This is an optimization exercise on Yosys and OpenROAD, whose aim is small area, a short achievable clock period and few clock cycles per item, not a production implementation. In this exercise RTL edits were held to simulation tests only and were not proved equivalent to the original.

<file path="flow/config.mk">
export PLATFORM = sky130hd
export DESIGN_NAME = timed_rgbw_light_interpolator_top
export DESIGN_NICKNAME = timed_rgbw_light_interpolator_top
export VERILOG_FILES = /design/flow/design.v
export SDC_FILE = /design/flow/constraint.sdc
export NUM_CORES = 4
export LEC_CHECK = 0
export CAP_MARGIN = 20
export CORE_MARGIN = 2
export CORE_UTILIZATION = 45
export PLACE_DENSITY = 0.6
export SLEW_MARGIN = 20
</file>
<file path="flow/constraint.sdc">
create_clock -name core_clock -period 12.0 [get_ports {clk_i}]
set_input_delay 2.4000 -clock core_clock [delete_from_list [all_inputs] [get_ports {clk_i}]]
set_output_delay 2.4000 -clock core_clock [all_outputs]
set_load 0.01 [all_outputs]
</file>
<file path="flow/design.v">
package trli_pkg;
  localparam int unsigned SLOTS   = 16;
  localparam int unsigned IW      = 4;
  localparam int unsigned HM_W    = 11;    
  localparam int unsigned LVL_W   = 8;
  localparam int unsigned NCH     = 4;
  localparam int unsigned SEC_DAY = 86400;
  localparam logic OP_LOAD = 1'b0;
  localparam logic OP_TICK = 1'b1;
endpackage
module trli_ctrl (
  input  logic        clk_i,
  input  logic        rst_ni,
  input  logic        in_valid_i,
  output logic        in_ready_o,
  input  logic        op_i,
  input  logic [3:0]  entry_index_i,
  input  logic        entry_valid_i,
  input  logic [4:0]  entry_hour_i,
  input  logic [5:0]  entry_minute_i,
  input  logic [7:0]  entry_red_i,
  input  logic [7:0]  entry_green_i,
  input  logic [7:0]  entry_blue_i,
  input  logic [7:0]  entry_white_i,
  input  logic [31:0] now_unix_i,
  input  logic [4:0]  now_hour_i,
  input  logic [5:0]  now_minute_i,
  input  logic        go_i,        
  output logic        done_o,      
  output logic        empty_o,
  output logic [31:0] prev_tp_o,
  output logic [31:0] next_tp_o,
  output logic [31:0] unix_o,
  output logic [31:0] plvl_o,
  output logic [31:0] nlvl_o
);
  localparam int unsigned SLOTS   = trli_pkg::SLOTS;
  localparam int unsigned IW      = trli_pkg::IW;
  localparam int unsigned HM_W    = trli_pkg::HM_W;
  localparam int unsigned SEC_DAY = trli_pkg::SEC_DAY;
  function automatic logic [16:0] hm_sec(input logic [HM_W-1:0] hm);
    hm_sec = 17'(hm[10:6]) * 17'd3600 + 17'(hm[5:0]) * 17'd60;
  endfunction
  function automatic logic [IW-1:0] first_set(input logic [SLOTS-1:0] v);
    first_set = '0;
    for (int i = SLOTS - 1; i >= 0; i--) if (v[i]) first_set = IW'(i);
  endfunction
  function automatic logic [IW-1:0] last_set(input logic [SLOTS-1:0] v);
    last_set = '0;
    for (int i = 0; i < SLOTS; i++) if (v[i]) last_set = IW'(i);
  endfunction
  function automatic logic [SLOTS-1:0] above(input logic [IW-1:0] a);
    for (int i = 0; i < SLOTS; i++) above[i] = (IW'(i) > a);
  endfunction
  localparam logic [1:0] PH_NORM = 2'd0;
  localparam logic [1:0] PH_R1   = 2'd1;
  localparam logic [1:0] PH_R2   = 2'd2;
  logic [SLOTS-1:0]            valid_q;
  logic [SLOTS-1:0][HM_W-1:0]  hm_q;
  logic [SLOTS-1:0][31:0]      lvl_q;
  logic                        pending_q;
  logic                        t_valid_q;
  logic [1:0]                  ph_q;
  logic [31:0]                 u_q;
  logic [HM_W-1:0]             n_q;
  logic [IW-1:0]               prev_q, next_q, next2_q, walk_q;
  logic [HM_W-1:0]             hm2_q;
  logic [16:0]                 t2_q;
  logic [31:0]                 prev_tp_q, next_tp_q;
  logic                        empty_q;
  logic accept, wr;
  assign in_ready_o = go_i && (!t_valid_q || (ph_q == PH_NORM));
  assign accept     = in_valid_i && in_ready_o;
  assign wr         = accept && (op_i == trli_pkg::OP_LOAD);
  logic [HM_W-1:0] wr_hm;
  logic [31:0]     wr_lvl;
  assign wr_hm  = {entry_hour_i, entry_minute_i};
  assign wr_lvl = {entry_white_i, entry_blue_i, entry_green_i, entry_red_i};
  always_ff @(posedge clk_i or negedge rst_ni) begin
    if (!rst_ni) begin
      hm_q[0]  <= '0;
      lvl_q[0] <= '0;
      hm_q[1]  <= {5'd12, 6'd0};
      lvl_q[1] <= '1;
    end else begin
      if (wr && entry_index_i == 4'd0) begin
        hm_q[0]  <= wr_hm;
        lvl_q[0] <= wr_lvl;
      end
      if (wr && entry_index_i == 4'd1) begin
        hm_q[1]  <= wr_hm;
        lvl_q[1] <= wr_lvl;
      end
    end
  end
  for (genvar s = 2; s < SLOTS; s++) begin : g_slot
    always_ff @(posedge clk_i) begin
      if (wr && entry_index_i == 4'(s)) begin
        hm_q[s]  <= wr_hm;
        lvl_q[s] <= wr_lvl;
      end
    end
  end
  always_ff @(posedge clk_i or negedge rst_ni) begin
    if (!rst_ni) begin
      valid_q <= SLOTS'(2'b11);
    end else if (wr) begin
      valid_q[entry_index_i] <= entry_valid_i;
    end
  end
  logic [IW-1:0]    fv, lv, walk_d, stop;
  logic [HM_W-1:0]  fv_hm;
  logic [SLOTS-1:0] same_m, walk_m;
  always_comb begin
    fv    = first_set(valid_q);
    lv    = last_set(valid_q);
    fv_hm = hm_q[fv];
    for (int j = 0; j < SLOTS; j++)
      same_m[j] = valid_q[j] && (hm_q[j] == fv_hm);
    same_m = same_m & above(fv);
    stop   = first_set(same_m);
    walk_m = valid_q & above(fv);
    if (|same_m) walk_m = walk_m & ~above(stop) & ~(SLOTS'(1) << stop);
    walk_d = (|walk_m) ? last_set(walk_m) : fv;
  end
  logic [SLOTS-1:0] later_m, before_m;
  logic [IW-1:0]    nx, pv;
  always_comb begin
    for (int s = 0; s < SLOTS; s++) later_m[s] = valid_q[s] && (hm_q[s] > n_q);
    nx       = first_set(later_m);
    before_m = valid_q & ~above(nx) & ~(SLOTS'(1) << nx);
    pv       = last_set(before_m);
  end
  logic [16:0] tn;
  assign tn = hm_sec(n_q);
  logic            adv;
  logic [IW-1:0]   prev_n, next_n, nv_in, nv;
  logic [31:0]     cand_tp, r2_ntp, r2_ptp;
  logic [HM_W-1:0] hm_p, hm_n, hm_nv;
  logic [SLOTS-1:0] nv_hi;
  assign adv    = (ph_q == PH_NORM) && !empty_q && (next_tp_q < u_q);
  assign prev_n = adv ? next_q  : prev_q;
  assign next_n = adv ? next2_q : next_q;
  assign hm_p   = hm_q[prev_n];
  assign hm_n   = hm_q[next_n];
  assign nv_in = (ph_q == PH_R2) ? next_q : next2_q;
  assign nv_hi = valid_q & above(nv_in);
  assign nv    = (|nv_hi) ? first_set(nv_hi) : first_set(valid_q);
  assign hm_nv = hm_q[nv];
  assign cand_tp = u_q + 32'(t2_q) - 32'(tn) + ((hm2_q < n_q) ? 32'(SEC_DAY) : 32'd0);
  assign r2_ntp  = u_q + 32'(hm_sec(hm_n)) - 32'(tn) + ((hm_n < n_q) ? 32'(SEC_DAY) : 32'd0);
  assign r2_ptp  = u_q + 32'(hm_sec(hm_p)) - 32'(tn) - ((hm_p > n_q) ? 32'(SEC_DAY) : 32'd0);
  assign done_o    = t_valid_q && (ph_q == PH_NORM) && go_i;
  assign empty_o   = empty_q;
  assign prev_tp_o = adv ? next_tp_q : prev_tp_q;
  assign next_tp_o = adv ? cand_tp   : next_tp_q;
  assign unix_o    = u_q;
  assign plvl_o    = lvl_q[prev_n];
  assign nlvl_o    = lvl_q[next_n];
  always_ff @(posedge clk_i or negedge rst_ni) begin
    if (!rst_ni) begin
      pending_q <= 1'b1;
      t_valid_q <= 1'b0;
      ph_q      <= PH_NORM;
      empty_q   <= 1'b0;
    end else begin
      if (wr) pending_q <= 1'b1;
      if (accept && (op_i == trli_pkg::OP_TICK)) begin
        t_valid_q <= 1'b1;
        ph_q      <= pending_q ? PH_R1 : PH_NORM;
      end else if (done_o) begin
        t_valid_q <= 1'b0;
      end
      if (t_valid_q && (ph_q == PH_R1)) begin
        pending_q <= 1'b0;
        empty_q   <= !(|valid_q);
        ph_q      <= (|valid_q) ? PH_R2 : PH_NORM;
      end
      if (t_valid_q && (ph_q == PH_R2)) ph_q <= PH_NORM;
    end
  end
  always_ff @(posedge clk_i) begin
    walk_q <= walk_d;
    if (accept && (op_i == trli_pkg::OP_TICK)) begin
      u_q <= now_unix_i;
      n_q <= {now_hour_i, now_minute_i};
    end
    if (t_valid_q && (ph_q == PH_R1)) begin
      if (!(|later_m)) begin
        next_q <= fv;
        prev_q <= lv;
      end else if (|before_m) begin
        next_q <= nx;
        prev_q <= pv;
      end else begin
        next_q <= nx;
        prev_q <= walk_q;
      end
    end
    if (t_valid_q && (ph_q == PH_R2)) begin
      prev_tp_q <= r2_ptp;
      next_tp_q <= r2_ntp;
      next2_q   <= nv;
      hm2_q     <= hm_nv;
      t2_q      <= hm_sec(hm_nv);
    end
    if (done_o && adv) begin
      prev_q    <= next_q;
      next_q    <= next2_q;
      prev_tp_q <= next_tp_q;
      next_tp_q <= cand_tp;
      next2_q   <= nv;
      hm2_q     <= hm_nv;
      t2_q      <= hm_sec(hm_nv);
    end
  end
endmodule
module trli_datapath (
  input  logic        clk_i,
  input  logic        rst_ni,
  output logic        go_o,
  input  logic        in_valid_i,
  input  logic        empty_i,
  input  logic [31:0] prev_tp_i,
  input  logic [31:0] next_tp_i,
  input  logic [31:0] unix_i,
  input  logic [31:0] plvl_i,
  input  logic [31:0] nlvl_i,
  input  logic        out_ready_i,
  output logic        out_valid_o,
  output logic        active_o,
  output logic [31:0] level_o
);
  localparam int unsigned NCH = trli_pkg::NCH;
  localparam int unsigned NS = 4;    
  logic go;
  logic skid_valid_q, out_valid_q;
  assign go   = !skid_valid_q;
  assign go_o = go;
  logic        v2_q, emp2_q;
  logic [31:0] ptp2_q, ntp2_q, u2_q;
  logic [NCH-1:0][7:0] pl2_q, nl2_q;
  logic [31:0] den2, nr2, num2;
  logic [NCH-1:0][7:0] e2;
  logic [NCH-1:0]      neg2;
  always_comb begin
    den2 = ntp2_q - ptp2_q;
    nr2  = u2_q - ptp2_q;
    num2 = (nr2 > den2) ? den2 : nr2;
    for (int c = 0; c < NCH; c++) begin
      neg2[c] = (nl2_q[c] < pl2_q[c]);
      e2[c]   = neg2[c] ? (pl2_q[c] - nl2_q[c]) : (nl2_q[c] - pl2_q[c]);
    end
  end
  logic        v3_q, emp3_q;
  logic [31:0] den3_q, num3_q;
  logic [NCH-1:0][7:0] e3_q, p3_q;
  logic [NCH-1:0]      neg3_q;
  logic [NCH-1:0][39:0] x3;
  always_comb begin
    for (int c = 0; c < NCH; c++) x3[c] = 40'(e3_q[c]) * 40'(num3_q);
  end
  logic [NS:0]      vd_q, empd_q, den0d_q;
  logic [NS:0][31:0] dend_q;
  logic [NS:0][NCH-1:0][31:0] rd_q;
  logic [NS:0][NCH-1:0][7:0]  qd_q;    
  logic [NS:0][NCH-1:0][7:0]  pd_q;
  logic [NS:0][NCH-1:0]       negd_q;
  logic [NS-1:0][NCH-1:0][31:0] rd_n;
  logic [NS-1:0][NCH-1:0][7:0]  qd_n;
  always_comb begin
    for (int k = 0; k < NS; k++) begin
      for (int c = 0; c < NCH; c++) begin
        logic [31:0] r;
        logic [7:0]  q;
        logic [32:0] t;
        r = rd_q[k][c];
        q = qd_q[k][c];
        for (int b = 0; b < 2; b++) begin
          t = {r, q[7]};
          if (t >= {1'b0, dend_q[k]}) begin
            r = 32'(t - {1'b0, dend_q[k]});
            q = {q[6:0], 1'b1};
          end else begin
            r = t[31:0];
            q = {q[6:0], 1'b0};
          end
        end
        rd_n[k][c] = r;
        qd_n[k][c] = q;
      end
    end
  end
  logic [NCH-1:0][7:0] res;
  always_comb begin
    for (int c = 0; c < NCH; c++) begin
      logic [32:0] r2;
      logic        up;
      logic [8:0]  k;
      r2 = {rd_q[NS][c], 1'b0};
      up = negd_q[NS][c] ? (r2 > {1'b0, dend_q[NS]}) : (r2 >= {1'b0, dend_q[NS]});
      k  = 9'(qd_q[NS][c]) + 9'(up);
      if (den0d_q[NS])
        res[c] = pd_q[NS][c];
      else if (negd_q[NS][c])
        res[c] = 8'(9'(pd_q[NS][c]) - k);
      else
        res[c] = 8'(9'(pd_q[NS][c]) + k);
      if (empd_q[NS]) res[c] = '0;
    end
  end
  always_ff @(posedge clk_i or negedge rst_ni) begin
    if (!rst_ni) begin
      v2_q <= 1'b0;
      v3_q <= 1'b0;
      vd_q <= '0;
    end else if (go) begin
      v2_q <= in_valid_i;
      v3_q <= v2_q;
      vd_q <= {vd_q[NS-1:0], v3_q};
    end
  end
  always_ff @(posedge clk_i) begin
    if (go) begin
      emp2_q <= empty_i;
      ptp2_q <= prev_tp_i;
      ntp2_q <= next_tp_i;
      u2_q   <= unix_i;
      pl2_q  <= plvl_i;
      nl2_q  <= nlvl_i;
      emp3_q <= emp2_q;
      den3_q <= den2;
      num3_q <= num2;
      e3_q   <= e2;
      p3_q   <= pl2_q;
      neg3_q <= neg2;
      empd_q[0]  <= emp3_q;
      den0d_q[0] <= (den3_q == '0);
      dend_q[0]  <= den3_q;
      pd_q[0]    <= p3_q;
      negd_q[0]  <= neg3_q;
      for (int c = 0; c < NCH; c++) begin
        rd_q[0][c] <= x3[c][39:8];
        qd_q[0][c] <= x3[c][7:0];
      end
      for (int k = 0; k < NS; k++) begin
        empd_q[k+1]  <= empd_q[k];
        den0d_q[k+1] <= den0d_q[k];
        dend_q[k+1]  <= dend_q[k];
        pd_q[k+1]    <= pd_q[k];
        negd_q[k+1]  <= negd_q[k];
        rd_q[k+1]    <= rd_n[k];
        qd_q[k+1]    <= qd_n[k];
      end
    end
  end
  logic        new_res, pop;
  logic [32:0] out_q, skid_q, res_w;
  assign new_res = go && vd_q[NS];
  assign pop     = out_valid_q && out_ready_i;
  assign res_w   = {!empd_q[NS], res};
  always_ff @(posedge clk_i or negedge rst_ni) begin
    if (!rst_ni) begin
      out_valid_q  <= 1'b0;
      skid_valid_q <= 1'b0;
    end else begin
      if (skid_valid_q) begin
        if (pop) begin
          out_valid_q  <= 1'b1;
          skid_valid_q <= 1'b0;
        end
      end else if (new_res) begin
        if (!out_valid_q || pop) out_valid_q  <= 1'b1;
        else                     skid_valid_q <= 1'b1;
      end else if (pop) begin
        out_valid_q <= 1'b0;
      end
    end
  end
  always_ff @(posedge clk_i) begin
    if (skid_valid_q) begin
      if (pop) out_q <= skid_q;
    end else if (new_res) begin
      if (!out_valid_q || pop) out_q  <= res_w;
      else                     skid_q <= res_w;
    end
  end
  assign out_valid_o = out_valid_q;
  assign active_o    = out_q[32];
  assign level_o     = out_q[31:0];
endmodule
module timed_rgbw_light_interpolator_top #(
  parameter int unsigned SLOTS = 16
) (
  input  logic        clk_i,
  input  logic        rst_ni,
  input  logic        in_valid_i,
  output logic        in_ready_o,
  input  logic        op_i,
  input  logic [3:0]  entry_index_i,
  input  logic        entry_valid_i,
  input  logic [4:0]  entry_hour_i,
  input  logic [5:0]  entry_minute_i,
  input  logic [7:0]  entry_red_i,
  input  logic [7:0]  entry_green_i,
  input  logic [7:0]  entry_blue_i,
  input  logic [7:0]  entry_white_i,
  input  logic [31:0] now_unix_i,
  input  logic [4:0]  now_hour_i,
  input  logic [5:0]  now_minute_i,
  output logic        out_valid_o,
  input  logic        out_ready_i,
  output logic        active_o,
  output logic [7:0]  level_red_o,
  output logic [7:0]  level_green_o,
  output logic [7:0]  level_blue_o,
  output logic [7:0]  level_white_o
);
  logic        go, done, empty;
  logic [31:0] prev_tp, next_tp, unix, plvl, nlvl, level;
  trli_ctrl u_ctrl (
    .clk_i          (clk_i),
    .rst_ni         (rst_ni),
    .in_valid_i     (in_valid_i),
    .in_ready_o     (in_ready_o),
    .op_i           (op_i),
    .entry_index_i  (entry_index_i),
    .entry_valid_i  (entry_valid_i),
    .entry_hour_i   (entry_hour_i),
    .entry_minute_i (entry_minute_i),
    .entry_red_i    (entry_red_i),
    .entry_green_i  (entry_green_i),
    .entry_blue_i   (entry_blue_i),
    .entry_white_i  (entry_white_i),
    .now_unix_i     (now_unix_i),
    .now_hour_i     (now_hour_i),
    .now_minute_i   (now_minute_i),
    .go_i           (go),
    .done_o         (done),
    .empty_o        (empty),
    .prev_tp_o      (prev_tp),
    .next_tp_o      (next_tp),
    .unix_o         (unix),
    .plvl_o         (plvl),
    .nlvl_o         (nlvl)
  );
  trli_datapath u_datapath (
    .clk_i       (clk_i),
    .rst_ni      (rst_ni),
    .go_o        (go),
    .in_valid_i  (done),
    .empty_i     (empty),
    .prev_tp_i   (prev_tp),
    .next_tp_i   (next_tp),
    .unix_i      (unix),
    .plvl_i      (plvl),
    .nlvl_i      (nlvl),
    .out_ready_i (out_ready_i),
    .out_valid_o (out_valid_o),
    .active_o    (active_o),
    .level_o     (level)
  );
  assign level_red_o   = level[7:0];
  assign level_green_o = level[15:8];
  assign level_blue_o  = level[23:16];
  assign level_white_o = level[31:24];
endmodule
</file>
<file path="flow/run.sh">
#!/bin/bash
# synth_recipe.tcl (not shown) runs the flow's synth.tcl, then flattens the netlist and writes it again
# the make line also repeats each setting of config.mk as NAME=value (left out here)
make -C /OpenROAD-flow-scripts/flow DESIGN_CONFIG=/design/flow/config.mk WORK_HOME=/design/flow/orfs CLKGATE_MAP_FILE= SYNTH_SCRIPT=/design/flow/synth_recipe.tcl finish
</file>
==> summary.txt <==
Placement
  • DP Wirelength: 569,300 um
  • Inst Count DP: 27,034
  • Placed Area: 217,800 um^2
  • PortBufs: 130
  • GPL Wtd Cong: 1.053

Cells and area
  • Share of layout cells above drive strength 1: 0.09243
  • Nets: 24,270
  • Layout area overhead: 9.596%
  • Design Area, Final: 227,600 um^2
  • Commonest non-fill, non-tap cells in the layout: nand2_1, edfxtp_1, ha_1, inv_1, a21oi_1
  • Most common cell after layout, fill and taps aside: nand2_1
  • Core Util, Final: 0.4949
  • Final instance count without filler cells: 27,608

GRT
  • First-pass GRT wire length: 1,082,000 um
  • Met2 usage: 0.5076
  • Initial antenna violation count: 98
  • Grt total ovfl: 0
  • Met1 track demand over resource: 0.3980
  • Met3 GRT Util: 0.05418
  • Global route hottest layer: met2
  • Total GRT Usage: 0.3135
  • Number of global-route vias before repair: 159,078
  • Maximum number of pins on one net before global-route repair: 174

Yosys
  • Post-synth EDFFs: 2,256
  • Syn Inst Count: 21,030
  • Unique masters post-synth: 114
  • Mapped cell area: 207,600 um^2
  • Seq cells post-synth: 2,376
  • Register area share after synthesis: 0.3408
  • Post-synthesis async set-or-reset flop share: 0.04882
  • Mapped Nets: 24,109
  • Synth Flop Type: edfxtp_1
  • Synthesis Warnings: 2
  • Mean area per synthesized cell: 9.874 um^2

Critical path
  • CP Capture Type: register
  • Reg-to-Reg End: u_ctrl.next_tp_q[26]
  • Setup crit start: u_ctrl.u_q[1]
  • R2R Setup Slk: 0.67 ns
  • CP arrival: 12.06 ns
  • Worst r2r path cells: 48
  • R2r startpoint: u_ctrl.u_q[1]
  • Crit-path max FO: 10
  • Worst setup SP type: register
  • Largest stage delay, worst path: 0.58 ns
  • Most used cell along the critical path: o21ai_0
  • Slowest cell on the critical path: fa_1
  • Critical path class: reg -> reg
  • WP data required: 12.73 ns
  • Crit path to: u_ctrl.next_tp_q[26]

CTS
  • CTS tree: done
  • CTS buffer count: 289
  • Total clock sinks: 2,376
  • Clk Latency, worst-skew pair: 0.99 ns
  • H-Tree Depth: 5
  • Clock Tree Buf Depth: 4
  • Hold Buf Count CTS: 0
  • Clock-pin transition on the worst setup and hold timing paths: 0.06 ns
  • Root Buffer: clkbuf_16

Run
  • Max Cap Viol: 0

Floorplanning
  • Initial core utilization: 0.4515
  • Die Area: 466,900 um^2
  • Die H: 683.3 um
  • Die W: 683.3 um
  • I/O Pins: 131
  • Core area: 459,800 um^2
  • FP Rows: 249

Timing
  • Pins Over Slew Limit: 0
  • Setup TNS: 0 ns
  • Fin. Hold Viols: 0
  • Tcrit/Tclk final: 0.9441
  • Worst slew pin tran: 1.332 ns
  • Layout Skew: 0.09641 ns
  • Fmax: 88.27 MHz
  • Final min period: 11.33 ns
  • WHS: 0.3874 ns
  • Relative max-transition margin: 0.1050
  • RSZ-0062 raised after global routing: false
  • Final Setup Violations: 0

Drt
  • Vias: 167,255
  • DRT Wirelength: 756,700 um
  • Router iterations before antenna repair: 6
  • Routed WL per cell: 27.41 um
  • Routed vias/inst: 6.058
  • Drc violations: 0
  • DR iter-0 viols: 16,260
  • Antenna viol nets, final: 0

Min path
  • Min-delay worst type: reg -> reg

Status
  • Status: timing/DRC/antenna clean
## worst max-delay path, delay by kind of cell, from the launching register on
family	cells	cell delay, ns
compound gates	25	4.65
xor+xnor	3	0.29
fa+ha+maj	8	3.16
buf+inv	6	0.98
flops	1	0.39
mux	2	0.78
simple gates	4	0.79
## stage by stage
stage / setup slack [ns]
global placement: 0.3383
floorplan: -10.81
CTS: 0.1079
finish: 0.6709
detailed placement: 0.1372
global route: 0.001613
## logic make-up (layout without fill, tap and decap cells)
group | Yosys count | after routing | synth area share
buffers and inverters | 2325 | 2717 | 0.04255
DFF | 2376 | 2376 | 0.3408
other | 0 | 37 | 0
xor gates and xnor gates | 1396 | 1396 | 0.05892
and+or+nand+nor | 6581 | 6581 | 0.1515
muxes | 934 | 934 | 0.05921
adders and majority gates | 2983 | 2983 | 0.2120
AOI/OAI and AO/OA | 4435 | 4435 | 0.1350
## repair_timing
item	in CTS	in global routing
endpoints found under the setup margin	0	19
setup buffers	0	14
gates resized for setup	0	14
## layout make-up
class	instances	area (um^2)
fillers	42579	232300
inverters	1618	6077
diodes	37	92.59
clock inverters	157	1739
flip-flops and latches	2376	70780
repair buffers	577	4826
well taps	6149	7694
multi-input cells	16329	128600
clock buffers	365	7786
## how the worst min path moves through the flow
| stage | start | endpoint | slack (ns) | cells past startpoint |
|---|---|---|---|---|
| after floorplan | u_datapath.den0d_q[0] | u_datapath.den0d_q[1] | 0.40 | 0 |
| after global placement | u_datapath.pd_q[103] | u_datapath.pd_q[135] | 0.40 | 0 |
| after detailed placement | u_datapath.negd_q[2] | u_datapath.negd_q[6] | 0.40 | 0 |
| after CTS | u_datapath.qd_q[1] | u_datapath.qd_q[35] | 0.38 | 0 |
| after global routing | u_datapath.qd_q[66] | u_datapath.qd_q[100] | 0.40 | 0 |
| final | u_datapath.qd_q[66] | u_datapath.qd_q[100] | 0.39 | 0 |
## cell usage after synthesis (192+ instances only)
cell type  number  area (um^2)
and2_1        577         3610
a21oi_1      1311         6561
mux2_2        628         7072
ha_1         2092        26180
nand3_1       697         3488
a211oi_1      192         1441
o21ai_0      1033         5170
xnor2_1       917         8031
nand2b_1      230         1439
xor2_1        478         4187
o21a_1        233         1749
nor2_1       1166         4377
nand2_1      2344         8798
clkbuf_1      630         2365
fa_1          891        17840
nor3_1        372         1862
a21o_1        437         3281
inv_1        1610         6043
nor2b_1       227         1420
nand4_1       333         2083
edfxtp_1     2256        67740
## metal layers
| layer | share of wire | vias to the layer above |
|---|---|---|
| met1 | 0.40 | 82076 |
| met2 | 0.46 | 7161 |
| met5 | 0.00035 | - |
| met3 | 0.079 | 1951 |
| li1 | - | 76031 |
| met4 | 0.067 | 36 |
## sequential cells by signal, summed over array words and instances, names as in the netlist, 14 cells and up
name,flops
u_ctrl.hm_q,176
u_ctrl.lvl_q,512
u_ctrl.next_tp_q,32
u_ctrl.prev_tp_q,32
u_ctrl.t2_q,14
u_ctrl.u_q,32
u_ctrl.valid_q,16
u_datapath.den3_q,32
u_datapath.dend_q,160
u_datapath.e3_q,32
u_datapath.negd_q,20
u_datapath.nl2_q,32
u_datapath.ntp2_q,32
u_datapath.num3_q,32
u_datapath.out_q,33
u_datapath.p3_q,32
u_datapath.pd_q,160
u_datapath.pl2_q,32
u_datapath.ptp2_q,32
u_datapath.qd_q,160
u_datapath.rd_q,640
u_datapath.skid_q,33
u_datapath.u2_q,32
Testbench counts, summed over its fixed seeds: cycles 2,455, ticks 1,920.

## afterwards: timing with drivers on the ports
Ports are ideal in the flow. The routed layout listed here was re-timed in OpenROAD.
Step 1 assumes that a clkbuf_16 drives the clock port and a buf_2 every other input.
Step 2 moves the port delays by t, midway between the first and last clock arrival at a register: inputs arrive t later, outputs are due t later. That takes back most of the time a late clock gives input paths.
Slacks: ideal ports / drivers / drivers and shift; pairs: ideal ports / drivers.
t (ns): 1.085
slack for setup (ns): 0.671 / 0.671 / 0.671
worst setup path after step 2: register to register
clock arrival spread, ns: 0.126 / 0.126
cell pins on the clock port's net: 1
After both steps this run still meets setup and hold. For this run, drivers alone change the setup slack by 0.000 ns; drivers and shift together by 0.000 ns.
